This design comes from an exercise in tuning for small area and a short achievable clock period on the open sky130 flow, not from production work. No run shown here included a check of the RTL's function; only the layout flow was run.

==> flow/design.v (outline; a module is shown in full before it is edited, if it fits) <==
// module grad_top: 3291 lines
module grad_top (
    input  wire logic        clk,
    input  wire logic        rst,
    input  wire logic        in_valid,
    input  wire logic        sof,
    input  wire logic [7:0]  pixel,
    output logic             out_valid,
    output logic [32:0]      grad
);
  // ...
==> flow/flow/run.sh <==
#!/bin/bash
# The standard layout, with the port buffers made from buf_2 cells instead of the
# resizer's default pick (a delay cell), and clkbuf_8 cells at the clock tree's leaves.
set -euo pipefail
export BUFFER_PORTS_ARGS="-buffer_cell sky130_fd_sc_hd__buf_2"
export CTS_ARGS="-sink_clustering_enable -repair_clock_nets -sink_clustering_size 16 -sink_clustering_max_diameter 80 -buf_list {sky130_fd_sc_hd__clkbuf_8 sky130_fd_sc_hd__clkbuf_16} -root_buf sky130_fd_sc_hd__clkbuf_16 -sink_clustering_buffer sky130_fd_sc_hd__clkbuf_8"
bash standard.sh > standard.log 2>&1
==> flow/standard.sh <==
#!/bin/bash
# synth_recipe.tcl (not shown) runs the flow's synth.tcl, then flattens the netlist and writes it again
# the make line also repeats each setting of config.mk as NAME=value (left out here)
make -C /OpenROAD-flow-scripts/flow DESIGN_CONFIG=/design/flow/config.mk WORK_HOME=/design/flow/orfs CLKGATE_MAP_FILE= SYNTH_SCRIPT=/design/flow/synth_recipe.tcl "${@:-finish}"
==> flow/config.mk <==
export PLATFORM = sky130hd
export DESIGN_NAME = grad_top
export DESIGN_NICKNAME = grad_top
export VERILOG_FILES = /design/flow/design.v
export SDC_FILE = /design/flow/constraint.sdc
export NUM_CORES = 4
export LEC_CHECK = 0
export CAP_MARGIN = 20
export CORE_MARGIN = 2
export CORE_UTILIZATION = 75
export CTS_CLUSTER_DIAMETER = 80
export CTS_CLUSTER_SIZE = 25
export SLEW_MARGIN = 20
==> flow/constraint.sdc <==
create_clock -name core_clock -period 26.0 [get_ports {clk}]
set_input_delay 5.2000 -clock core_clock [delete_from_list [all_inputs] [get_ports {clk}]]
set_output_delay 5.2000 -clock core_clock [all_outputs]
set_load 0.01 [all_outputs]
==> results.py, run 1 <==
metrics = {
    "outcome": {
        "status": "timing/DRC/antenna clean",
    },
    "detailed_routing": {
        "routed-wl-met2_um": 25100,
        "dr.max_layer_used": "met4",
        "detail_route.drc_violations": 0,
        "vias": 16500,
        "detail_route.first_pass.iterations": 5,
        "drtAntennaViolNets": 0,
        "met3WireLength_um": 1720,
    },
    "clocking": {
        "cts_post_setup_buffers_inserted": 0,
        "cts_buffers": 51,
    },
    "setup_path": {
        "worst_path_dominant_cell_family": "flip-flops",
        "critPathRequiredTime_ns": 20.80,
        "crit_end_category": "output pin",
        "path_depth": 1,
        "critical_path.reg2reg.endpoint": "p2_drem[7]",
        "cp.arrival_ns": 1.03,
    },
    "yosys": {
        "share_of_flip_flops_with_an_asynchronous_set_or_reset": 0,
        "synthesis.area_um2": 29900,
        "synth_area_in_compound_gates": 0.0627,
        "synth-seq-cells": 721,
        "yosys.area_share.xor_xnor": 0.0345,
        "yosys.cell_count.top_type": "sky130_fd_sc_hd__dfxtp_1",
    },
    "final_layout": {
        "layout.cells.non_filler": 2952,
        "final_common_cell": "sky130_fd_sc_hd__dfxtp_1",
        "share_of_cells_above_drive_strength_1": 0.0713,
        "nFillCells": 2384,
        "non_clock_buffer_share": 0.00800,
        "most-common-layout-cells": "sky130_fd_sc_hd__dfxtp_1 (456), sky130_fd_sc_hd__inv_1 (300), sky130_fd_sc_hd__edfxtp_1 (264)",
        "largestRegisters": "sr: 264 flops, grad: 33 flops",
        "largest_register": "sr",
    },
    "floorplan": {
        "n_tap_cell": 525,
        "die_w_um": 204,
        "placeable_core_region_um2": 39500,
    },
    "grt": {
        "met3_demand_to_capacity_share_in_global_routing": 0.0331,
        "maximum_number_of_pins_on_one_net_before_global_route_repair": 222,
        "antenna_found_initial": 0,
    },
    "sta": {
        "final_max_slew_viol_count": 0,
    },
    "job": {
        "max_cap_violations": 0,
    },
}
==> run 2: changes to the inputs <==
--- a/flow/design.v
+++ b/flow/design.v
@@ -126,43 +126,40 @@
     assign dq1_G1_m = dq1_g[1] | (dq1_p[1] & dq1_G0_m);
     assign dq1_P1_m = dq1_p[1] & dq1_P0_m;
     logic dq1_G2_m, dq1_P2_m;
     assign dq1_G2_m = dq1_g[2] | (dq1_p[2] & dq1_G1_m);
     assign dq1_P2_m = dq1_p[2] & dq1_P1_m;
     logic dq1_G3_m, dq1_P3_m;
     assign dq1_G3_m = dq1_g[3] | (dq1_p[3] & dq1_G2_m);
     assign dq1_P3_m = dq1_p[3] & dq1_P2_m;
-    logic dq1_G4_3, dq1_P4_3;
-    assign dq1_G4_3 = dq1_g[4] | (dq1_p[4] & dq1_g[3]);
-    assign dq1_P4_3 = dq1_p[4] & dq1_p[3];
     logic dq1_G4_m, dq1_P4_m;
-    assign dq1_G4_m = dq1_G4_3 | (dq1_P4_3 & dq1_G2_m);
-    assign dq1_P4_m = dq1_P4_3 & dq1_P2_m;
-    logic dq1_G5_3, dq1_P5_3;
-    assign dq1_G5_3 = dq1_g[5] | (dq1_p[5] & dq1_G4_3);
-    assign dq1_P5_3 = dq1_p[5] & dq1_P4_3;
+    assign dq1_G4_m = dq1_g[4] | (dq1_p[4] & dq1_G3_m);
+    assign dq1_P4_m = dq1_p[4] & dq1_P3_m;
     logic dq1_G5_m, dq1_P5_m;
-    assign dq1_G5_m = dq1_G5_3 | (dq1_P5_3 & dq1_G2_m);
-    assign dq1_P5_m = dq1_P5_3 & dq1_P2_m;
+    assign dq1_G5_m = dq1_g[5] | (dq1_p[5] & dq1_G4_m);
+    assign dq1_P5_m = dq1_p[5] & dq1_P4_m;
+    logic dq1_G6_5, dq1_P6_5;
+    assign dq1_G6_5 = dq1_g[6] | (dq1_p[6] & dq1_g[5]);
+    assign dq1_P6_5 = dq1_p[6] & dq1_p[5];
     logic dq1_G6_m, dq1_P6_m;
-    assign dq1_G6_m = dq1_g[6] | (dq1_p[6] & dq1_G5_m);
-    assign dq1_P6_m = dq1_p[6] & dq1_P5_m;
-    logic dq1_G7_6, dq1_P7_6;
-    assign dq1_G7_6 = dq1_g[7] | (dq1_p[7] & dq1_g[6]);
-    assign dq1_P7_6 = dq1_p[7] & dq1_p[6];
+    assign dq1_G6_m = dq1_G6_5 | (dq1_P6_5 & dq1_G4_m);
+    assign dq1_P6_m = dq1_P6_5 & dq1_P4_m;
+    logic dq1_G7_5, dq1_P7_5;
+    assign dq1_G7_5 = dq1_g[7] | (dq1_p[7] & dq1_G6_5);
+    assign dq1_P7_5 = dq1_p[7] & dq1_P6_5;
     logic dq1_G7_m, dq1_P7_m;
-    assign dq1_G7_m = dq1_G7_6 | (dq1_P7_6 & dq1_G5_m);
-    assign dq1_P7_m = dq1_P7_6 & dq1_P5_m;
-    logic dq1_G8_6, dq1_P8_6;
-    assign dq1_G8_6 = dq1_g[8] | (dq1_p[8] & dq1_G7_6);
-    assign dq1_P8_6 = dq1_p[8] & dq1_P7_6;
+    assign dq1_G7_m = dq1_G7_5 | (dq1_P7_5 & dq1_G4_m);
+    assign dq1_P7_m = dq1_P7_5 & dq1_P4_m;
+    logic dq1_G8_5, dq1_P8_5;
+    assign dq1_G8_5 = dq1_g[8] | (dq1_p[8] & dq1_G7_5);
+    assign dq1_P8_5 = dq1_p[8] & dq1_P7_5;
     logic dq1_G8_m, dq1_P8_m;
-    assign dq1_G8_m = dq1_G8_6 | (dq1_P8_6 & dq1_G5_m);
-    assign dq1_P8_m = dq1_P8_6 & dq1_P5_m;
+    assign dq1_G8_m = dq1_G8_5 | (dq1_P8_5 & dq1_G4_m);
+    assign dq1_P8_m = dq1_P8_5 & dq1_P4_m;
     assign dq1_cy[0] = 1'b1;
     assign dq1_cy[1] = dq1_G0_m;
     assign dq1_cy[2] = dq1_G1_m;
     assign dq1_cy[3] = dq1_G2_m;
     assign dq1_cy[4] = dq1_G3_m;
     assign dq1_cy[5] = dq1_G4_m;
     assign dq1_cy[6] = dq1_G5_m;
     assign dq1_cy[7] = dq1_G6_m;
@@ -306,43 +303,40 @@
     assign dq3_G1_m = dq3_g[1] | (dq3_p[1] & dq3_G0_m);
     assign dq3_P1_m = dq3_p[1] & dq3_P0_m;
     logic dq3_G2_m, dq3_P2_m;
     assign dq3_G2_m = dq3_g[2] | (dq3_p[2] & dq3_G1_m);
     assign dq3_P2_m = dq3_p[2] & dq3_P1_m;
     logic dq3_G3_m, dq3_P3_m;
     assign dq3_G3_m = dq3_g[3] | (dq3_p[3] & dq3_G2_m);
     assign dq3_P3_m = dq3_p[3] & dq3_P2_m;
-    logic dq3_G4_3, dq3_P4_3;
-    assign dq3_G4_3 = dq3_g[4] | (dq3_p[4] & dq3_g[3]);
-    assign dq3_P4_3 = dq3_p[4] & dq3_p[3];
     logic dq3_G4_m, dq3_P4_m;
-    assign dq3_G4_m = dq3_G4_3 | (dq3_P4_3 & dq3_G2_m);
-    assign dq3_P4_m = dq3_P4_3 & dq3_P2_m;
-    logic dq3_G5_3, dq3_P5_3;
-    assign dq3_G5_3 = dq3_g[5] | (dq3_p[5] & dq3_G4_3);
-    assign dq3_P5_3 = dq3_p[5] & dq3_P4_3;
+    assign dq3_G4_m = dq3_g[4] | (dq3_p[4] & dq3_G3_m);
+    assign dq3_P4_m = dq3_p[4] & dq3_P3_m;
     logic dq3_G5_m, dq3_P5_m;
-    assign dq3_G5_m = dq3_G5_3 | (dq3_P5_3 & dq3_G2_m);
-    assign dq3_P5_m = dq3_P5_3 & dq3_P2_m;
+    assign dq3_G5_m = dq3_g[5] | (dq3_p[5] & dq3_G4_m);
+    assign dq3_P5_m = dq3_p[5] & dq3_P4_m;
+    logic dq3_G6_5, dq3_P6_5;
+    assign dq3_G6_5 = dq3_g[6] | (dq3_p[6] & dq3_g[5]);
+    assign dq3_P6_5 = dq3_p[6] & dq3_p[5];
     logic dq3_G6_m, dq3_P6_m;
-    assign dq3_G6_m = dq3_g[6] | (dq3_p[6] & dq3_G5_m);
-    assign dq3_P6_m = dq3_p[6] & dq3_P5_m;
-    logic dq3_G7_6, dq3_P7_6;
-    assign dq3_G7_6 = dq3_g[7] | (dq3_p[7] & dq3_g[6]);
-    assign dq3_P7_6 = dq3_p[7] & dq3_p[6];
+    assign dq3_G6_m = dq3_G6_5 | (dq3_P6_5 & dq3_G4_m);
+    assign dq3_P6_m = dq3_P6_5 & dq3_P4_m;
+    logic dq3_G7_5, dq3_P7_5;
+    assign dq3_G7_5 = dq3_g[7] | (dq3_p[7] & dq3_G6_5);
+    assign dq3_P7_5 = dq3_p[7] & dq3_P6_5;
     logic dq3_G7_m, dq3_P7_m;
-    assign dq3_G7_m = dq3_G7_6 | (dq3_P7_6 & dq3_G5_m);
-    assign dq3_P7_m = dq3_P7_6 & dq3_P5_m;
-    logic dq3_G8_6, dq3_P8_6;
-    assign dq3_G8_6 = dq3_g[8] | (dq3_p[8] & dq3_G7_6);
-    assign dq3_P8_6 = dq3_p[8] & dq3_P7_6;
+    assign dq3_G7_m = dq3_G7_5 | (dq3_P7_5 & dq3_G4_m);
+    assign dq3_P7_m = dq3_P7_5 & dq3_P4_m;
+    logic dq3_G8_5, dq3_P8_5;
+    assign dq3_G8_5 = dq3_g[8] | (dq3_p[8] & dq3_G7_5);
+    assign dq3_P8_5 = dq3_p[8] & dq3_P7_5;
     logic dq3_G8_m, dq3_P8_m;
-    assign dq3_G8_m = dq3_G8_6 | (dq3_P8_6 & dq3_G5_m);
-    assign dq3_P8_m = dq3_P8_6 & dq3_P5_m;
+    assign dq3_G8_m = dq3_G8_5 | (dq3_P8_5 & dq3_G4_m);
+    assign dq3_P8_m = dq3_P8_5 & dq3_P4_m;
     assign dq3_cy[0] = 1'b1;
     assign dq3_cy[1] = dq3_G0_m;
     assign dq3_cy[2] = dq3_G1_m;
     assign dq3_cy[3] = dq3_G2_m;
     assign dq3_cy[4] = dq3_G3_m;
     assign dq3_cy[5] = dq3_G4_m;
     assign dq3_cy[6] = dq3_G5_m;
     assign dq3_cy[7] = dq3_G6_m;
@@ -860,43 +854,40 @@
     assign dq5_G1_m = dq5_g[1] | (dq5_p[1] & dq5_G0_m);
     assign dq5_P1_m = dq5_p[1] & dq5_P0_m;
     logic dq5_G2_m, dq5_P2_m;
     assign dq5_G2_m = dq5_g[2] | (dq5_p[2] & dq5_G1_m);
     assign dq5_P2_m = dq5_p[2] & dq5_P1_m;
     logic dq5_G3_m, dq5_P3_m;
     assign dq5_G3_m = dq5_g[3] | (dq5_p[3] & dq5_G2_m);
     assign dq5_P3_m = dq5_p[3] & dq5_P2_m;
-    logic dq5_G4_3, dq5_P4_3;
-    assign dq5_G4_3 = dq5_g[4] | (dq5_p[4] & dq5_g[3]);
-    assign dq5_P4_3 = dq5_p[4] & dq5_p[3];
     logic dq5_G4_m, dq5_P4_m;
-    assign dq5_G4_m = dq5_G4_3 | (dq5_P4_3 & dq5_G2_m);
-    assign dq5_P4_m = dq5_P4_3 & dq5_P2_m;
-    logic dq5_G5_3, dq5_P5_3;
-    assign dq5_G5_3 = dq5_g[5] | (dq5_p[5] & dq5_G4_3);
-    assign dq5_P5_3 = dq5_p[5] & dq5_P4_3;
+    assign dq5_G4_m = dq5_g[4] | (dq5_p[4] & dq5_G3_m);
+    assign dq5_P4_m = dq5_p[4] & dq5_P3_m;
     logic dq5_G5_m, dq5_P5_m;
-    assign dq5_G5_m = dq5_G5_3 | (dq5_P5_3 & dq5_G2_m);
-    assign dq5_P5_m = dq5_P5_3 & dq5_P2_m;
+    assign dq5_G5_m = dq5_g[5] | (dq5_p[5] & dq5_G4_m);
+    assign dq5_P5_m = dq5_p[5] & dq5_P4_m;
+    logic dq5_G6_5, dq5_P6_5;
+    assign dq5_G6_5 = dq5_g[6] | (dq5_p[6] & dq5_g[5]);
+    assign dq5_P6_5 = dq5_p[6] & dq5_p[5];
     logic dq5_G6_m, dq5_P6_m;
-    assign dq5_G6_m = dq5_g[6] | (dq5_p[6] & dq5_G5_m);
-    assign dq5_P6_m = dq5_p[6] & dq5_P5_m;
-    logic dq5_G7_6, dq5_P7_6;
-    assign dq5_G7_6 = dq5_g[7] | (dq5_p[7] & dq5_g[6]);
-    assign dq5_P7_6 = dq5_p[7] & dq5_p[6];
+    assign dq5_G6_m = dq5_G6_5 | (dq5_P6_5 & dq5_G4_m);
+    assign dq5_P6_m = dq5_P6_5 & dq5_P4_m;
+    logic dq5_G7_5, dq5_P7_5;
+    assign dq5_G7_5 = dq5_g[7] | (dq5_p[7] & dq5_G6_5);
+    assign dq5_P7_5 = dq5_p[7] & dq5_P6_5;
     logic dq5_G7_m, dq5_P7_m;
-    assign dq5_G7_m = dq5_G7_6 | (dq5_P7_6 & dq5_G5_m);
-    assign dq5_P7_m = dq5_P7_6 & dq5_P5_m;
-    logic dq5_G8_6, dq5_P8_6;
-    assign dq5_G8_6 = dq5_g[8] | (dq5_p[8] & dq5_G7_6);
-    assign dq5_P8_6 = dq5_p[8] & dq5_P7_6;
+    assign dq5_G7_m = dq5_G7_5 | (dq5_P7_5 & dq5_G4_m);
+    assign dq5_P7_m = dq5_P7_5 & dq5_P4_m;
+    logic dq5_G8_5, dq5_P8_5;
+    assign dq5_G8_5 = dq5_g[8] | (dq5_p[8] & dq5_G7_5);
+    assign dq5_P8_5 = dq5_p[8] & dq5_P7_5;
     logic dq5_G8_m, dq5_P8_m;
-    assign dq5_G8_m = dq5_G8_6 | (dq5_P8_6 & dq5_G5_m);
-    assign dq5_P8_m = dq5_P8_6 & dq5_P5_m;
+    assign dq5_G8_m = dq5_G8_5 | (dq5_P8_5 & dq5_G4_m);
+    assign dq5_P8_m = dq5_P8_5 & dq5_P4_m;
     assign dq5_cy[0] = 1'b1;
     assign dq5_cy[1] = dq5_G0_m;
     assign dq5_cy[2] = dq5_G1_m;
     assign dq5_cy[3] = dq5_G2_m;
     assign dq5_cy[4] = dq5_G3_m;
     assign dq5_cy[5] = dq5_G4_m;
     assign dq5_cy[6] = dq5_G5_m;
     assign dq5_cy[7] = dq5_G6_m;
@@ -1038,43 +1029,40 @@
     assign dq7_G1_m = dq7_g[1] | (dq7_p[1] & dq7_G0_m);
     assign dq7_P1_m = dq7_p[1] & dq7_P0_m;
     logic dq7_G2_m, dq7_P2_m;
     assign dq7_G2_m = dq7_g[2] | (dq7_p[2] & dq7_G1_m);
     assign dq7_P2_m = dq7_p[2] & dq7_P1_m;
     logic dq7_G3_m, dq7_P3_m;
     assign dq7_G3_m = dq7_g[3] | (dq7_p[3] & dq7_G2_m);
     assign dq7_P3_m = dq7_p[3] & dq7_P2_m;
-    logic dq7_G4_3, dq7_P4_3;
-    assign dq7_G4_3 = dq7_g[4] | (dq7_p[4] & dq7_g[3]);
-    assign dq7_P4_3 = dq7_p[4] & dq7_p[3];
     logic dq7_G4_m, dq7_P4_m;
-    assign dq7_G4_m = dq7_G4_3 | (dq7_P4_3 & dq7_G2_m);
-    assign dq7_P4_m = dq7_P4_3 & dq7_P2_m;
-    logic dq7_G5_3, dq7_P5_3;
-    assign dq7_G5_3 = dq7_g[5] | (dq7_p[5] & dq7_G4_3);
-    assign dq7_P5_3 = dq7_p[5] & dq7_P4_3;
+    assign dq7_G4_m = dq7_g[4] | (dq7_p[4] & dq7_G3_m);
+    assign dq7_P4_m = dq7_p[4] & dq7_P3_m;
     logic dq7_G5_m, dq7_P5_m;
-    assign dq7_G5_m = dq7_G5_3 | (dq7_P5_3 & dq7_G2_m);
-    assign dq7_P5_m = dq7_P5_3 & dq7_P2_m;
+    assign dq7_G5_m = dq7_g[5] | (dq7_p[5] & dq7_G4_m);
+    assign dq7_P5_m = dq7_p[5] & dq7_P4_m;
+    logic dq7_G6_5, dq7_P6_5;
+    assign dq7_G6_5 = dq7_g[6] | (dq7_p[6] & dq7_g[5]);
+    assign dq7_P6_5 = dq7_p[6] & dq7_p[5];
     logic dq7_G6_m, dq7_P6_m;
-    assign dq7_G6_m = dq7_g[6] | (dq7_p[6] & dq7_G5_m);
-    assign dq7_P6_m = dq7_p[6] & dq7_P5_m;
-    logic dq7_G7_6, dq7_P7_6;
-    assign dq7_G7_6 = dq7_g[7] | (dq7_p[7] & dq7_g[6]);
-    assign dq7_P7_6 = dq7_p[7] & dq7_p[6];
+    assign dq7_G6_m = dq7_G6_5 | (dq7_P6_5 & dq7_G4_m);
+    assign dq7_P6_m = dq7_P6_5 & dq7_P4_m;
+    logic dq7_G7_5, dq7_P7_5;
+    assign dq7_G7_5 = dq7_g[7] | (dq7_p[7] & dq7_G6_5);
+    assign dq7_P7_5 = dq7_p[7] & dq7_P6_5;
     logic dq7_G7_m, dq7_P7_m;
-    assign dq7_G7_m = dq7_G7_6 | (dq7_P7_6 & dq7_G5_m);
-    assign dq7_P7_m = dq7_P7_6 & dq7_P5_m;
-    logic dq7_G8_6, dq7_P8_6;
-    assign dq7_G8_6 = dq7_g[8] | (dq7_p[8] & dq7_G7_6);
-    assign dq7_P8_6 = dq7_p[8] & dq7_P7_6;
+    assign dq7_G7_m = dq7_G7_5 | (dq7_P7_5 & dq7_G4_m);
+    assign dq7_P7_m = dq7_P7_5 & dq7_P4_m;
+    logic dq7_G8_5, dq7_P8_5;
+    assign dq7_G8_5 = dq7_g[8] | (dq7_p[8] & dq7_G7_5);
+    assign dq7_P8_5 = dq7_p[8] & dq7_P7_5;
     logic dq7_G8_m, dq7_P8_m;
-    assign dq7_G8_m = dq7_G8_6 | (dq7_P8_6 & dq7_G5_m);
-    assign dq7_P8_m = dq7_P8_6 & dq7_P5_m;
+    assign dq7_G8_m = dq7_G8_5 | (dq7_P8_5 & dq7_G4_m);
+    assign dq7_P8_m = dq7_P8_5 & dq7_P4_m;
     assign dq7_cy[0] = 1'b1;
     assign dq7_cy[1] = dq7_G0_m;
     assign dq7_cy[2] = dq7_G1_m;
     assign dq7_cy[3] = dq7_G2_m;
     assign dq7_cy[4] = dq7_G3_m;
     assign dq7_cy[5] = dq7_G4_m;
     assign dq7_cy[6] = dq7_G5_m;
     assign dq7_cy[7] = dq7_G6_m;
@@ -1412,43 +1400,40 @@
     assign dq9_G1_m = dq9_g[1] | (dq9_p[1] & dq9_G0_m);
     assign dq9_P1_m = dq9_p[1] & dq9_P0_m;
     logic dq9_G2_m, dq9_P2_m;
     assign dq9_G2_m = dq9_g[2] | (dq9_p[2] & dq9_G1_m);
     assign dq9_P2_m = dq9_p[2] & dq9_P1_m;
     logic dq9_G3_m, dq9_P3_m;
     assign dq9_G3_m = dq9_g[3] | (dq9_p[3] & dq9_G2_m);
     assign dq9_P3_m = dq9_p[3] & dq9_P2_m;
-    logic dq9_G4_3, dq9_P4_3;
-    assign dq9_G4_3 = dq9_g[4] | (dq9_p[4] & dq9_g[3]);
-    assign dq9_P4_3 = dq9_p[4] & dq9_p[3];
     logic dq9_G4_m, dq9_P4_m;
-    assign dq9_G4_m = dq9_G4_3 | (dq9_P4_3 & dq9_G2_m);
-    assign dq9_P4_m = dq9_P4_3 & dq9_P2_m;
-    logic dq9_G5_3, dq9_P5_3;
-    assign dq9_G5_3 = dq9_g[5] | (dq9_p[5] & dq9_G4_3);
-    assign dq9_P5_3 = dq9_p[5] & dq9_P4_3;
+    assign dq9_G4_m = dq9_g[4] | (dq9_p[4] & dq9_G3_m);
+    assign dq9_P4_m = dq9_p[4] & dq9_P3_m;
     logic dq9_G5_m, dq9_P5_m;
-    assign dq9_G5_m = dq9_G5_3 | (dq9_P5_3 & dq9_G2_m);
-    assign dq9_P5_m = dq9_P5_3 & dq9_P2_m;
+    assign dq9_G5_m = dq9_g[5] | (dq9_p[5] & dq9_G4_m);
+    assign dq9_P5_m = dq9_p[5] & dq9_P4_m;
+    logic dq9_G6_5, dq9_P6_5;
+    assign dq9_G6_5 = dq9_g[6] | (dq9_p[6] & dq9_g[5]);
+    assign dq9_P6_5 = dq9_p[6] & dq9_p[5];
     logic dq9_G6_m, dq9_P6_m;
-    assign dq9_G6_m = dq9_g[6] | (dq9_p[6] & dq9_G5_m);
-    assign dq9_P6_m = dq9_p[6] & dq9_P5_m;
-    logic dq9_G7_6, dq9_P7_6;
-    assign dq9_G7_6 = dq9_g[7] | (dq9_p[7] & dq9_g[6]);
-    assign dq9_P7_6 = dq9_p[7] & dq9_p[6];
+    assign dq9_G6_m = dq9_G6_5 | (dq9_P6_5 & dq9_G4_m);
+    assign dq9_P6_m = dq9_P6_5 & dq9_P4_m;
+    logic dq9_G7_5, dq9_P7_5;
+    assign dq9_G7_5 = dq9_g[7] | (dq9_p[7] & dq9_G6_5);
+    assign dq9_P7_5 = dq9_p[7] & dq9_P6_5;
     logic dq9_G7_m, dq9_P7_m;
-    assign dq9_G7_m = dq9_G7_6 | (dq9_P7_6 & dq9_G5_m);
-    assign dq9_P7_m = dq9_P7_6 & dq9_P5_m;
-    logic dq9_G8_6, dq9_P8_6;
-    assign dq9_G8_6 = dq9_g[8] | (dq9_p[8] & dq9_G7_6);
-    assign dq9_P8_6 = dq9_p[8] & dq9_P7_6;
+    assign dq9_G7_m = dq9_G7_5 | (dq9_P7_5 & dq9_G4_m);
+    assign dq9_P7_m = dq9_P7_5 & dq9_P4_m;
+    logic dq9_G8_5, dq9_P8_5;
+    assign dq9_G8_5 = dq9_g[8] | (dq9_p[8] & dq9_G7_5);
+    assign dq9_P8_5 = dq9_p[8] & dq9_P7_5;
     logic dq9_G8_m, dq9_P8_m;
-    assign dq9_G8_m = dq9_G8_6 | (dq9_P8_6 & dq9_G5_m);
-    assign dq9_P8_m = dq9_P8_6 & dq9_P5_m;
+    assign dq9_G8_m = dq9_G8_5 | (dq9_P8_5 & dq9_G4_m);
+    assign dq9_P8_m = dq9_P8_5 & dq9_P4_m;
     assign dq9_cy[0] = 1'b1;
     assign dq9_cy[1] = dq9_G0_m;
     assign dq9_cy[2] = dq9_G1_m;
     assign dq9_cy[3] = dq9_G2_m;
     assign dq9_cy[4] = dq9_G3_m;
     assign dq9_cy[5] = dq9_G4_m;
     assign dq9_cy[6] = dq9_G5_m;
     assign dq9_cy[7] = dq9_G6_m;
@@ -1753,43 +1738,40 @@
     assign dq11_G1_m = dq11_g[1] | (dq11_p[1] & dq11_G0_m);
     assign dq11_P1_m = dq11_p[1] & dq11_P0_m;
     logic dq11_G2_m, dq11_P2_m;
     assign dq11_G2_m = dq11_g[2] | (dq11_p[2] & dq11_G1_m);
     assign dq11_P2_m = dq11_p[2] & dq11_P1_m;
     logic dq11_G3_m, dq11_P3_m;
     assign dq11_G3_m = dq11_g[3] | (dq11_p[3] & dq11_G2_m);
     assign dq11_P3_m = dq11_p[3] & dq11_P2_m;
-    logic dq11_G4_3, dq11_P4_3;
-    assign dq11_G4_3 = dq11_g[4] | (dq11_p[4] & dq11_g[3]);
-    assign dq11_P4_3 = dq11_p[4] & dq11_p[3];
     logic dq11_G4_m, dq11_P4_m;
-    assign dq11_G4_m = dq11_G4_3 | (dq11_P4_3 & dq11_G2_m);
-    assign dq11_P4_m = dq11_P4_3 & dq11_P2_m;
-    logic dq11_G5_3, dq11_P5_3;
-    assign dq11_G5_3 = dq11_g[5] | (dq11_p[5] & dq11_G4_3);
-    assign dq11_P5_3 = dq11_p[5] & dq11_P4_3;
+    assign dq11_G4_m = dq11_g[4] | (dq11_p[4] & dq11_G3_m);
+    assign dq11_P4_m = dq11_p[4] & dq11_P3_m;
     logic dq11_G5_m, dq11_P5_m;
-    assign dq11_G5_m = dq11_G5_3 | (dq11_P5_3 & dq11_G2_m);
-    assign dq11_P5_m = dq11_P5_3 & dq11_P2_m;
+    assign dq11_G5_m = dq11_g[5] | (dq11_p[5] & dq11_G4_m);
+    assign dq11_P5_m = dq11_p[5] & dq11_P4_m;
+    logic dq11_G6_5, dq11_P6_5;
+    assign dq11_G6_5 = dq11_g[6] | (dq11_p[6] & dq11_g[5]);
+    assign dq11_P6_5 = dq11_p[6] & dq11_p[5];
     logic dq11_G6_m, dq11_P6_m;
-    assign dq11_G6_m = dq11_g[6] | (dq11_p[6] & dq11_G5_m);
-    assign dq11_P6_m = dq11_p[6] & dq11_P5_m;
-    logic dq11_G7_6, dq11_P7_6;
-    assign dq11_G7_6 = dq11_g[7] | (dq11_p[7] & dq11_g[6]);
-    assign dq11_P7_6 = dq11_p[7] & dq11_p[6];
+    assign dq11_G6_m = dq11_G6_5 | (dq11_P6_5 & dq11_G4_m);
+    assign dq11_P6_m = dq11_P6_5 & dq11_P4_m;
+    logic dq11_G7_5, dq11_P7_5;
+    assign dq11_G7_5 = dq11_g[7] | (dq11_p[7] & dq11_G6_5);
+    assign dq11_P7_5 = dq11_p[7] & dq11_P6_5;
     logic dq11_G7_m, dq11_P7_m;
-    assign dq11_G7_m = dq11_G7_6 | (dq11_P7_6 & dq11_G5_m);
-    assign dq11_P7_m = dq11_P7_6 & dq11_P5_m;
-    logic dq11_G8_6, dq11_P8_6;
-    assign dq11_G8_6 = dq11_g[8] | (dq11_p[8] & dq11_G7_6);
-    assign dq11_P8_6 = dq11_p[8] & dq11_P7_6;
+    assign dq11_G7_m = dq11_G7_5 | (dq11_P7_5 & dq11_G4_m);
+    assign dq11_P7_m = dq11_P7_5 & dq11_P4_m;
+    logic dq11_G8_5, dq11_P8_5;
+    assign dq11_G8_5 = dq11_g[8] | (dq11_p[8] & dq11_G7_5);
+    assign dq11_P8_5 = dq11_p[8] & dq11_P7_5;
     logic dq11_G8_m, dq11_P8_m;
-    assign dq11_G8_m = dq11_G8_6 | (dq11_P8_6 & dq11_G5_m);
-    assign dq11_P8_m = dq11_P8_6 & dq11_P5_m;
+    assign dq11_G8_m = dq11_G8_5 | (dq11_P8_5 & dq11_G4_m);
+    assign dq11_P8_m = dq11_P8_5 & dq11_P4_m;
     assign dq11_cy[0] = 1'b1;
     assign dq11_cy[1] = dq11_G0_m;
     assign dq11_cy[2] = dq11_G1_m;
     assign dq11_cy[3] = dq11_G2_m;
     assign dq11_cy[4] = dq11_G3_m;
     assign dq11_cy[5] = dq11_G4_m;
     assign dq11_cy[6] = dq11_G5_m;
     assign dq11_cy[7] = dq11_G6_m;
@@ -2128,43 +2110,40 @@
     assign dq13_G1_m = dq13_g[1] | (dq13_p[1] & dq13_G0_m);
     assign dq13_P1_m = dq13_p[1] & dq13_P0_m;
     logic dq13_G2_m, dq13_P2_m;
     assign dq13_G2_m = dq13_g[2] | (dq13_p[2] & dq13_G1_m);
     assign dq13_P2_m = dq13_p[2] & dq13_P1_m;
     logic dq13_G3_m, dq13_P3_m;
     assign dq13_G3_m = dq13_g[3] | (dq13_p[3] & dq13_G2_m);
     assign dq13_P3_m = dq13_p[3] & dq13_P2_m;
-    logic dq13_G4_3, dq13_P4_3;
-    assign dq13_G4_3 = dq13_g[4] | (dq13_p[4] & dq13_g[3]);
-    assign dq13_P4_3 = dq13_p[4] & dq13_p[3];
     logic dq13_G4_m, dq13_P4_m;
-    assign dq13_G4_m = dq13_G4_3 | (dq13_P4_3 & dq13_G2_m);
-    assign dq13_P4_m = dq13_P4_3 & dq13_P2_m;
-    logic dq13_G5_3, dq13_P5_3;
-    assign dq13_G5_3 = dq13_g[5] | (dq13_p[5] & dq13_G4_3);
-    assign dq13_P5_3 = dq13_p[5] & dq13_P4_3;
+    assign dq13_G4_m = dq13_g[4] | (dq13_p[4] & dq13_G3_m);
+    assign dq13_P4_m = dq13_p[4] & dq13_P3_m;
     logic dq13_G5_m, dq13_P5_m;
-    assign dq13_G5_m = dq13_G5_3 | (dq13_P5_3 & dq13_G2_m);
-    assign dq13_P5_m = dq13_P5_3 & dq13_P2_m;
+    assign dq13_G5_m = dq13_g[5] | (dq13_p[5] & dq13_G4_m);
+    assign dq13_P5_m = dq13_p[5] & dq13_P4_m;
+    logic dq13_G6_5, dq13_P6_5;
+    assign dq13_G6_5 = dq13_g[6] | (dq13_p[6] & dq13_g[5]);
+    assign dq13_P6_5 = dq13_p[6] & dq13_p[5];
     logic dq13_G6_m, dq13_P6_m;
-    assign dq13_G6_m = dq13_g[6] | (dq13_p[6] & dq13_G5_m);
-    assign dq13_P6_m = dq13_p[6] & dq13_P5_m;
-    logic dq13_G7_6, dq13_P7_6;
-    assign dq13_G7_6 = dq13_g[7] | (dq13_p[7] & dq13_g[6]);
-    assign dq13_P7_6 = dq13_p[7] & dq13_p[6];
+    assign dq13_G6_m = dq13_G6_5 | (dq13_P6_5 & dq13_G4_m);
+    assign dq13_P6_m = dq13_P6_5 & dq13_P4_m;
+    logic dq13_G7_5, dq13_P7_5;
+    assign dq13_G7_5 = dq13_g[7] | (dq13_p[7] & dq13_G6_5);
+    assign dq13_P7_5 = dq13_p[7] & dq13_P6_5;
     logic dq13_G7_m, dq13_P7_m;
-    assign dq13_G7_m = dq13_G7_6 | (dq13_P7_6 & dq13_G5_m);
-    assign dq13_P7_m = dq13_P7_6 & dq13_P5_m;
-    logic dq13_G8_6, dq13_P8_6;
-    assign dq13_G8_6 = dq13_g[8] | (dq13_p[8] & dq13_G7_6);
-    assign dq13_P8_6 = dq13_p[8] & dq13_P7_6;
+    assign dq13_G7_m = dq13_G7_5 | (dq13_P7_5 & dq13_G4_m);
+    assign dq13_P7_m = dq13_P7_5 & dq13_P4_m;
+    logic dq13_G8_5, dq13_P8_5;
+    assign dq13_G8_5 = dq13_g[8] | (dq13_p[8] & dq13_G7_5);
+    assign dq13_P8_5 = dq13_p[8] & dq13_P7_5;
     logic dq13_G8_m, dq13_P8_m;
-    assign dq13_G8_m = dq13_G8_6 | (dq13_P8_6 & dq13_G5_m);
-    assign dq13_P8_m = dq13_P8_6 & dq13_P5_m;
+    assign dq13_G8_m = dq13_G8_5 | (dq13_P8_5 & dq13_G4_m);
+    assign dq13_P8_m = dq13_P8_5 & dq13_P4_m;
     assign dq13_cy[0] = 1'b1;
     assign dq13_cy[1] = dq13_G0_m;
     assign dq13_cy[2] = dq13_G1_m;
     assign dq13_cy[3] = dq13_G2_m;
     assign dq13_cy[4] = dq13_G3_m;
     assign dq13_cy[5] = dq13_G4_m;
     assign dq13_cy[6] = dq13_G5_m;
     assign dq13_cy[7] = dq13_G6_m;
@@ -2543,43 +2522,40 @@
     assign dq15_G1_m = dq15_g[1] | (dq15_p[1] & dq15_G0_m);
     assign dq15_P1_m = dq15_p[1] & dq15_P0_m;
     logic dq15_G2_m, dq15_P2_m;
     assign dq15_G2_m = dq15_g[2] | (dq15_p[2] & dq15_G1_m);
     assign dq15_P2_m = dq15_p[2] & dq15_P1_m;
     logic dq15_G3_m, dq15_P3_m;
     assign dq15_G3_m = dq15_g[3] | (dq15_p[3] & dq15_G2_m);
     assign dq15_P3_m = dq15_p[3] & dq15_P2_m;
-    logic dq15_G4_3, dq15_P4_3;
-    assign dq15_G4_3 = dq15_g[4] | (dq15_p[4] & dq15_g[3]);
-    assign dq15_P4_3 = dq15_p[4] & dq15_p[3];
     logic dq15_G4_m, dq15_P4_m;
-    assign dq15_G4_m = dq15_G4_3 | (dq15_P4_3 & dq15_G2_m);
-    assign dq15_P4_m = dq15_P4_3 & dq15_P2_m;
-    logic dq15_G5_3, dq15_P5_3;
-    assign dq15_G5_3 = dq15_g[5] | (dq15_p[5] & dq15_G4_3);
-    assign dq15_P5_3 = dq15_p[5] & dq15_P4_3;
+    assign dq15_G4_m = dq15_g[4] | (dq15_p[4] & dq15_G3_m);
+    assign dq15_P4_m = dq15_p[4] & dq15_P3_m;
     logic dq15_G5_m, dq15_P5_m;
-    assign dq15_G5_m = dq15_G5_3 | (dq15_P5_3 & dq15_G2_m);
-    assign dq15_P5_m = dq15_P5_3 & dq15_P2_m;
+    assign dq15_G5_m = dq15_g[5] | (dq15_p[5] & dq15_G4_m);
+    assign dq15_P5_m = dq15_p[5] & dq15_P4_m;
+    logic dq15_G6_5, dq15_P6_5;
+    assign dq15_G6_5 = dq15_g[6] | (dq15_p[6] & dq15_g[5]);
+    assign dq15_P6_5 = dq15_p[6] & dq15_p[5];
     logic dq15_G6_m, dq15_P6_m;
-    assign dq15_G6_m = dq15_g[6] | (dq15_p[6] & dq15_G5_m);
-    assign dq15_P6_m = dq15_p[6] & dq15_P5_m;
-    logic dq15_G7_6, dq15_P7_6;
-    assign dq15_G7_6 = dq15_g[7] | (dq15_p[7] & dq15_g[6]);
-    assign dq15_P7_6 = dq15_p[7] & dq15_p[6];
+    assign dq15_G6_m = dq15_G6_5 | (dq15_P6_5 & dq15_G4_m);
+    assign dq15_P6_m = dq15_P6_5 & dq15_P4_m;
+    logic dq15_G7_5, dq15_P7_5;
+    assign dq15_G7_5 = dq15_g[7] | (dq15_p[7] & dq15_G6_5);
+    assign dq15_P7_5 = dq15_p[7] & dq15_P6_5;
     logic dq15_G7_m, dq15_P7_m;
-    assign dq15_G7_m = dq15_G7_6 | (dq15_P7_6 & dq15_G5_m);
-    assign dq15_P7_m = dq15_P7_6 & dq15_P5_m;
-    logic dq15_G8_6, dq15_P8_6;
-    assign dq15_G8_6 = dq15_g[8] | (dq15_p[8] & dq15_G7_6);
-    assign dq15_P8_6 = dq15_p[8] & dq15_P7_6;
+    assign dq15_G7_m = dq15_G7_5 | (dq15_P7_5 & dq15_G4_m);
+    assign dq15_P7_m = dq15_P7_5 & dq15_P4_m;
+    logic dq15_G8_5, dq15_P8_5;
+    assign dq15_G8_5 = dq15_g[8] | (dq15_p[8] & dq15_G7_5);
+    assign dq15_P8_5 = dq15_p[8] & dq15_P7_5;
     logic dq15_G8_m, dq15_P8_m;
-    assign dq15_G8_m = dq15_G8_6 | (dq15_P8_6 & dq15_G5_m);
-    assign dq15_P8_m = dq15_P8_6 & dq15_P5_m;
+    assign dq15_G8_m = dq15_G8_5 | (dq15_P8_5 & dq15_G4_m);
+    assign dq15_P8_m = dq15_P8_5 & dq15_P4_m;
     assign dq15_cy[0] = 1'b1;
     assign dq15_cy[1] = dq15_G0_m;
     assign dq15_cy[2] = dq15_G1_m;
     assign dq15_cy[3] = dq15_G2_m;
     assign dq15_cy[4] = dq15_G3_m;
     assign dq15_cy[5] = dq15_G4_m;
     assign dq15_cy[6] = dq15_G5_m;
     assign dq15_cy[7] = dq15_G6_m;
@@ -2992,43 +2968,40 @@
     assign dq17_G1_m = dq17_g[1] | (dq17_p[1] & dq17_G0_m);
     assign dq17_P1_m = dq17_p[1] & dq17_P0_m;
     logic dq17_G2_m, dq17_P2_m;
     assign dq17_G2_m = dq17_g[2] | (dq17_p[2] & dq17_G1_m);
     assign dq17_P2_m = dq17_p[2] & dq17_P1_m;
     logic dq17_G3_m, dq17_P3_m;
     assign dq17_G3_m = dq17_g[3] | (dq17_p[3] & dq17_G2_m);
     assign dq17_P3_m = dq17_p[3] & dq17_P2_m;
-    logic dq17_G4_3, dq17_P4_3;
-    assign dq17_G4_3 = dq17_g[4] | (dq17_p[4] & dq17_g[3]);
-    assign dq17_P4_3 = dq17_p[4] & dq17_p[3];
     logic dq17_G4_m, dq17_P4_m;
-    assign dq17_G4_m = dq17_G4_3 | (dq17_P4_3 & dq17_G2_m);
-    assign dq17_P4_m = dq17_P4_3 & dq17_P2_m;
-    logic dq17_G5_3, dq17_P5_3;
-    assign dq17_G5_3 = dq17_g[5] | (dq17_p[5] & dq17_G4_3);
-    assign dq17_P5_3 = dq17_p[5] & dq17_P4_3;
+    assign dq17_G4_m = dq17_g[4] | (dq17_p[4] & dq17_G3_m);
+    assign dq17_P4_m = dq17_p[4] & dq17_P3_m;
     logic dq17_G5_m, dq17_P5_m;
-    assign dq17_G5_m = dq17_G5_3 | (dq17_P5_3 & dq17_G2_m);
-    assign dq17_P5_m = dq17_P5_3 & dq17_P2_m;
+    assign dq17_G5_m = dq17_g[5] | (dq17_p[5] & dq17_G4_m);
+    assign dq17_P5_m = dq17_p[5] & dq17_P4_m;
+    logic dq17_G6_5, dq17_P6_5;
+    assign dq17_G6_5 = dq17_g[6] | (dq17_p[6] & dq17_g[5]);
+    assign dq17_P6_5 = dq17_p[6] & dq17_p[5];
     logic dq17_G6_m, dq17_P6_m;
-    assign dq17_G6_m = dq17_g[6] | (dq17_p[6] & dq17_G5_m);
-    assign dq17_P6_m = dq17_p[6] & dq17_P5_m;
-    logic dq17_G7_6, dq17_P7_6;
-    assign dq17_G7_6 = dq17_g[7] | (dq17_p[7] & dq17_g[6]);
-    assign dq17_P7_6 = dq17_p[7] & dq17_p[6];
+    assign dq17_G6_m = dq17_G6_5 | (dq17_P6_5 & dq17_G4_m);
+    assign dq17_P6_m = dq17_P6_5 & dq17_P4_m;
+    logic dq17_G7_5, dq17_P7_5;
+    assign dq17_G7_5 = dq17_g[7] | (dq17_p[7] & dq17_G6_5);
+    assign dq17_P7_5 = dq17_p[7] & dq17_P6_5;
     logic dq17_G7_m, dq17_P7_m;
-    assign dq17_G7_m = dq17_G7_6 | (dq17_P7_6 & dq17_G5_m);
-    assign dq17_P7_m = dq17_P7_6 & dq17_P5_m;
-    logic dq17_G8_6, dq17_P8_6;
-    assign dq17_G8_6 = dq17_g[8] | (dq17_p[8] & dq17_G7_6);
-    assign dq17_P8_6 = dq17_p[8] & dq17_P7_6;
+    assign dq17_G7_m = dq17_G7_5 | (dq17_P7_5 & dq17_G4_m);
+    assign dq17_P7_m = dq17_P7_5 & dq17_P4_m;
+    logic dq17_G8_5, dq17_P8_5;
+    assign dq17_G8_5 = dq17_g[8] | (dq17_p[8] & dq17_G7_5);
+    assign dq17_P8_5 = dq17_p[8] & dq17_P7_5;
     logic dq17_G8_m, dq17_P8_m;
-    assign dq17_G8_m = dq17_G8_6 | (dq17_P8_6 & dq17_G5_m);
-    assign dq17_P8_m = dq17_P8_6 & dq17_P5_m;
+    assign dq17_G8_m = dq17_G8_5 | (dq17_P8_5 & dq17_G4_m);
+    assign dq17_P8_m = dq17_P8_5 & dq17_P4_m;
     assign dq17_cy[0] = 1'b1;
     assign dq17_cy[1] = dq17_G0_m;
     assign dq17_cy[2] = dq17_G1_m;
     assign dq17_cy[3] = dq17_G2_m;
     assign dq17_cy[4] = dq17_G3_m;
     assign dq17_cy[5] = dq17_G4_m;
     assign dq17_cy[6] = dq17_G5_m;
     assign dq17_cy[7] = dq17_G6_m;
==> results.py, run 2 <==
metrics = {
    "yosys": {
        "postSynthAreaPerCell_um2": 12.9,
        "synth_area_leader_cell": "sky130_fd_sc_hd__dfxtp_1",
        "main_synth_ff_type": "sky130_fd_sc_hd__dfxtp_1",
        "share_of_flip_flops_with_an_asynchronous_set_or_reset": 0,
        "syn_nets": 2646,
        "synth-seq-area-share": 0.574,
        "netlist.area_leader.share": 0.308,
        "synthesis.area_um2": 29700,
        "synth.top_cells.by_count": "sky130_fd_sc_hd__dfxtp_1 (457), sky130_fd_sc_hd__inv_1 (303), sky130_fd_sc_hd__edfxtp_1 (264), sky130_fd_sc_hd__ha_1 (173), sky130_fd_sc_hd__fa_1 (161)",
        "yosys.cell_count.top_type": "sky130_fd_sc_hd__dfxtp_1",
        "yosysUniqueCellTypes": 82,
        "ys_warn_count": 2,
        "synth.area.top_cells": "sky130_fd_sc_hd__dfxtp_1 (31%), sky130_fd_sc_hd__edfxtp_1 (27%), sky130_fd_sc_hd__fa_1 (11%)",
        "synth_edf_count": 264,
        "synth-seq-cells": 721,
        "syn_inst": 2300,
    },
    "place": {
        "place_worst_setup_slack_ns": 19.55,
        "gp_routability_congestion": 0.887,
        "detailed_place_hpwl_um": 35000,
        "buffer_ports.inserted": 45,
    },
    "job": {
        "max_cap_violations": 0,
    },
    "setup_path": {
        "crit_end_category": "register",
        "critPathRequiredTime_ns": 26.47,
        "worst_setup_sp_type": "register",
        "critical_setup_path_kind": "reg -> reg",
        "critical_path.max_fanout": 14,
        "cp.arrival_ns": 6.94,
    },
    "sta": {
        "unrepaired_setup_endpoints_after_global_routing": "no",
        "timing.setup.tns_ns": 0,
        "finalClockSkew_ns": 0.0358,
        "max_freq_mhz": 154,
        "setup_slack_ns": 19.52,
        "worst_pin_slew_ns": 1.03,
        "finalHoldViolCount": 0,
        "final_critical_path_required_period_ns": 6.48,
        "final_setup_fails": 0,
        "final_max_slew_viol_count": 0,
        "finalCritPeriodShare": 0.249,
        "slew_headroom": 0.316,
    },
    "floorplan": {
        "fp.dieH_um": 203,
        "num_rows": 72,
        "die_footprint_um2": 41300,
        "io-pin-count": 46,
        "start_util": 0.764,
        "die_w_um": 203,
        "placeable_core_region_um2": 38900,
    },
    "detailed_routing": {
        "vias": 16300,
        "wl_um": 48300,
        "detail_route.first_pass.iterations": 5,
        "via_per_inst": 5.58,
        "detail_route.drc_violations": 0,
        "drtAntennaViolNets": 0,
        "routedWlPerCell_um": 16.6,
        "drt_iter0_markers": 915,
    },
    "clocking": {
        "post_cts_resized": 0,
        "worst_skew_pair.late_latency_ns": 0.59,
        "cts_root_buffer": "sky130_fd_sc_hd__clkbuf_16",
        "clock_tree.buffer_depth": 3,
        "cts_post_setup_buffers_inserted": 0,
        "clock_sink_count": 721,
        "cts_tree": "built",
        "cts_buffers": 51,
        "path_clk_slew_ns": 0.11,
        "cts_hold_buffers": 0,
        "cts_htree_levels": 2,
    },
    "grt": {
        "global_route.usage.met2": 0.441,
        "met3_demand_to_capacity_share_in_global_routing": 0.0324,
        "gr-usage-met1": 0.298,
        "busiest_layer": "met2",
        "globalRouteOverflowTotal": 0,
        "number_of_global_route_vias_before_repair": 17100,
        "grt_pass1_wl_um": 80900,
        "antenna_found_initial": 0,
        "maximum_number_of_pins_on_one_net_before_global_route_repair": 83,
        "grt_util_all_layers": 0.244,
    },
    "final_layout": {
        "finalNetCount": 2722,
        "largestRegisters": "sr: 264 flops, grad: 33 flops",
        "most-common-layout-cells": "sky130_fd_sc_hd__dfxtp_1 (456), sky130_fd_sc_hd__inv_1 (324), sky130_fd_sc_hd__edfxtp_1 (264)",
        "largest_register": "sr",
        "share_of_cells_above_drive_strength_1": 0.0663,
        "final_common_cell": "sky130_fd_sc_hd__dfxtp_1",
        "largest_reg_flops": 264,
        "antenna_diodes": 0,
        "area.growth.synth_to_final_pct": 5.78,
    },
    "worst_hold_path": {
        "hp-class": "reg -> reg",
    },
    "outcome": {
        "status": "timing/DRC/antenna clean",
    },
}
==> run 2: changes by cell type after synthesis, moves of 8 or more <==
| cell | change |
|---|---|
| sky130_fd_sc_hd__nor2_2 | -8 |
| sky130_fd_sc_hd__o21a_1 | -13 |
| sky130_fd_sc_hd__inv_1 | +24 |
| sky130_fd_sc_hd__o21ai_0 | -19 |
| sky130_fd_sc_hd__mux2i_1 | +16 |
| sky130_fd_sc_hd__nand2_1 | -34 |
| sky130_fd_sc_hd__xor2_1 | -12 |
| sky130_fd_sc_hd__fa_1 | +9 |
| sky130_fd_sc_hd__mux2_2 | -16 |
| sky130_fd_sc_hd__ha_1 | -18 |
| sky130_fd_sc_hd__a21oi_1 | +22 |
| sky130_fd_sc_hd__a21o_1 | +8 |
| sky130_fd_sc_hd__or3_1 | -14 |
==> run 2: cell families after synthesis <==
logic type,synth area share
adder cells (fa/ha/maj),0.181
multiplexers,0.0384
other,0.000126
XOR/XNOR,0.0327
AND/OR/NAND/NOR,0.0660
flip-flops,0.574
AO/OA/AOI/OAI,0.0654
buffers and inverters,0.0422
==> run 2: critical path, stage by stage, from the launching register on <==
cell,delay [ns]
sky130_fd_sc_hd__dfxtp_1,0.39
sky130_fd_sc_hd__inv_1,0.08
sky130_fd_sc_hd__fa_1,0.43
sky130_fd_sc_hd__fa_1,0.39
sky130_fd_sc_hd__fa_1,0.37
sky130_fd_sc_hd__inv_1,0.07
sky130_fd_sc_hd__fa_1,0.21
sky130_fd_sc_hd__a21o_1,0.13
sky130_fd_sc_hd__a21oi_1,0.07
sky130_fd_sc_hd__nor2b_1,0.16
sky130_fd_sc_hd__nand2b_1,0.50
sky130_fd_sc_hd__inv_1,0.14
sky130_fd_sc_hd__nor2_1,0.14
sky130_fd_sc_hd__ha_1,0.17
sky130_fd_sc_hd__a21oi_1,0.05
sky130_fd_sc_hd__fa_1,0.39
sky130_fd_sc_hd__fa_1,0.39
sky130_fd_sc_hd__fa_1,0.39
sky130_fd_sc_hd__fa_1,0.39
sky130_fd_sc_hd__fa_1,0.37
sky130_fd_sc_hd__inv_1,0.08
sky130_fd_sc_hd__fa_1,0.17
sky130_fd_sc_hd__inv_1,0.05
sky130_fd_sc_hd__o31ai_1,0.15
sky130_fd_sc_hd__a21oi_1,0.33
sky130_fd_sc_hd__mux2_2,0.35
==> run 2: worst paths after layout <==
kind	depth (start not counted)	startpoint	slack (ns)	to
worst min register to register	0	p2_ah[6]	0.31	p3_ah[6]
worst max-delay path	25	p8_ndsr[1]	19.52	p9_drem[7]
worst max register to register	25	p8_ndsr[1]	19.52	p9_drem[7]
worst min-delay path	0	p2_ah[6]	0.31	p3_ah[6]
==> run 2: per-layer routing <==
| metal | wire length, µm | vias up |
|---|---|---|
| li1 | - | 7875 |
| met1 | 20000 | 7977 |
| met2 | 25000 | 315 |
| met3 | 1700 | 105 |
| met4 | 1640 | 0 |
| met5 | 0 | - |
==> run 2: cell type report <==
| cell class | count | area (µm²) |
|---|---|---|
| well taps | 518 | 648 |
| clock buffers | 52 | 783 |
| clock inverters | 25 | 125 |
| inverters | 304 | 1140 |
| repair buffers | 51 | 270 |
| fillers | 2236 | 7450 |
| multi-input cells | 1247 | 11400 |
| flip-flops and latches | 721 | 17100 |
==> run 2: through the flow <==
stage	hold WS, ns	area, µm²	std cells	utilization
2_1_floorplan	0.310	29700	2300	-
3_3_place_gp	0.310	30600	2841	0.785
3_5_place_dp	0.312	30600	2841	0.785
4_1_cts	0.315	31500	2918	0.809
5_1_grt	0.322	31500	2918	0.809
6_report	0.310	31500	2918	0.809

## separate check: timing with driven ports
No port has a modelled driver above. Below, the same layouts with a new extraction and two added sets of constraints.
Step 1 sets driving cells, clkbuf_16 on the clock port and buf_2 on the other inputs (assumed; they add their load-dependent delay and slew).
Step 2 also shifts input and output timing later by t, the mid clock arrival at the registers, as if the neighbouring blocks saw the same clock.
Three values: no drivers, after step 1, after step 2; two values: the first two.
| run | shift t [ns] | setup WS [ns] | hold slack, ns | worst setup path after step 2 |
|---|---|---|---|---|
| run 1 | 0.623 | 19.772 / 19.717 / 20.201 | 0.320 / 0.320 / 0.320 | register to register |
| run 2 | 0.632 | 19.523 / 19.523 / 19.523 | 0.310 / 0.310 / 0.310 | register to register |
After both steps setup and hold are still met in every run listed.
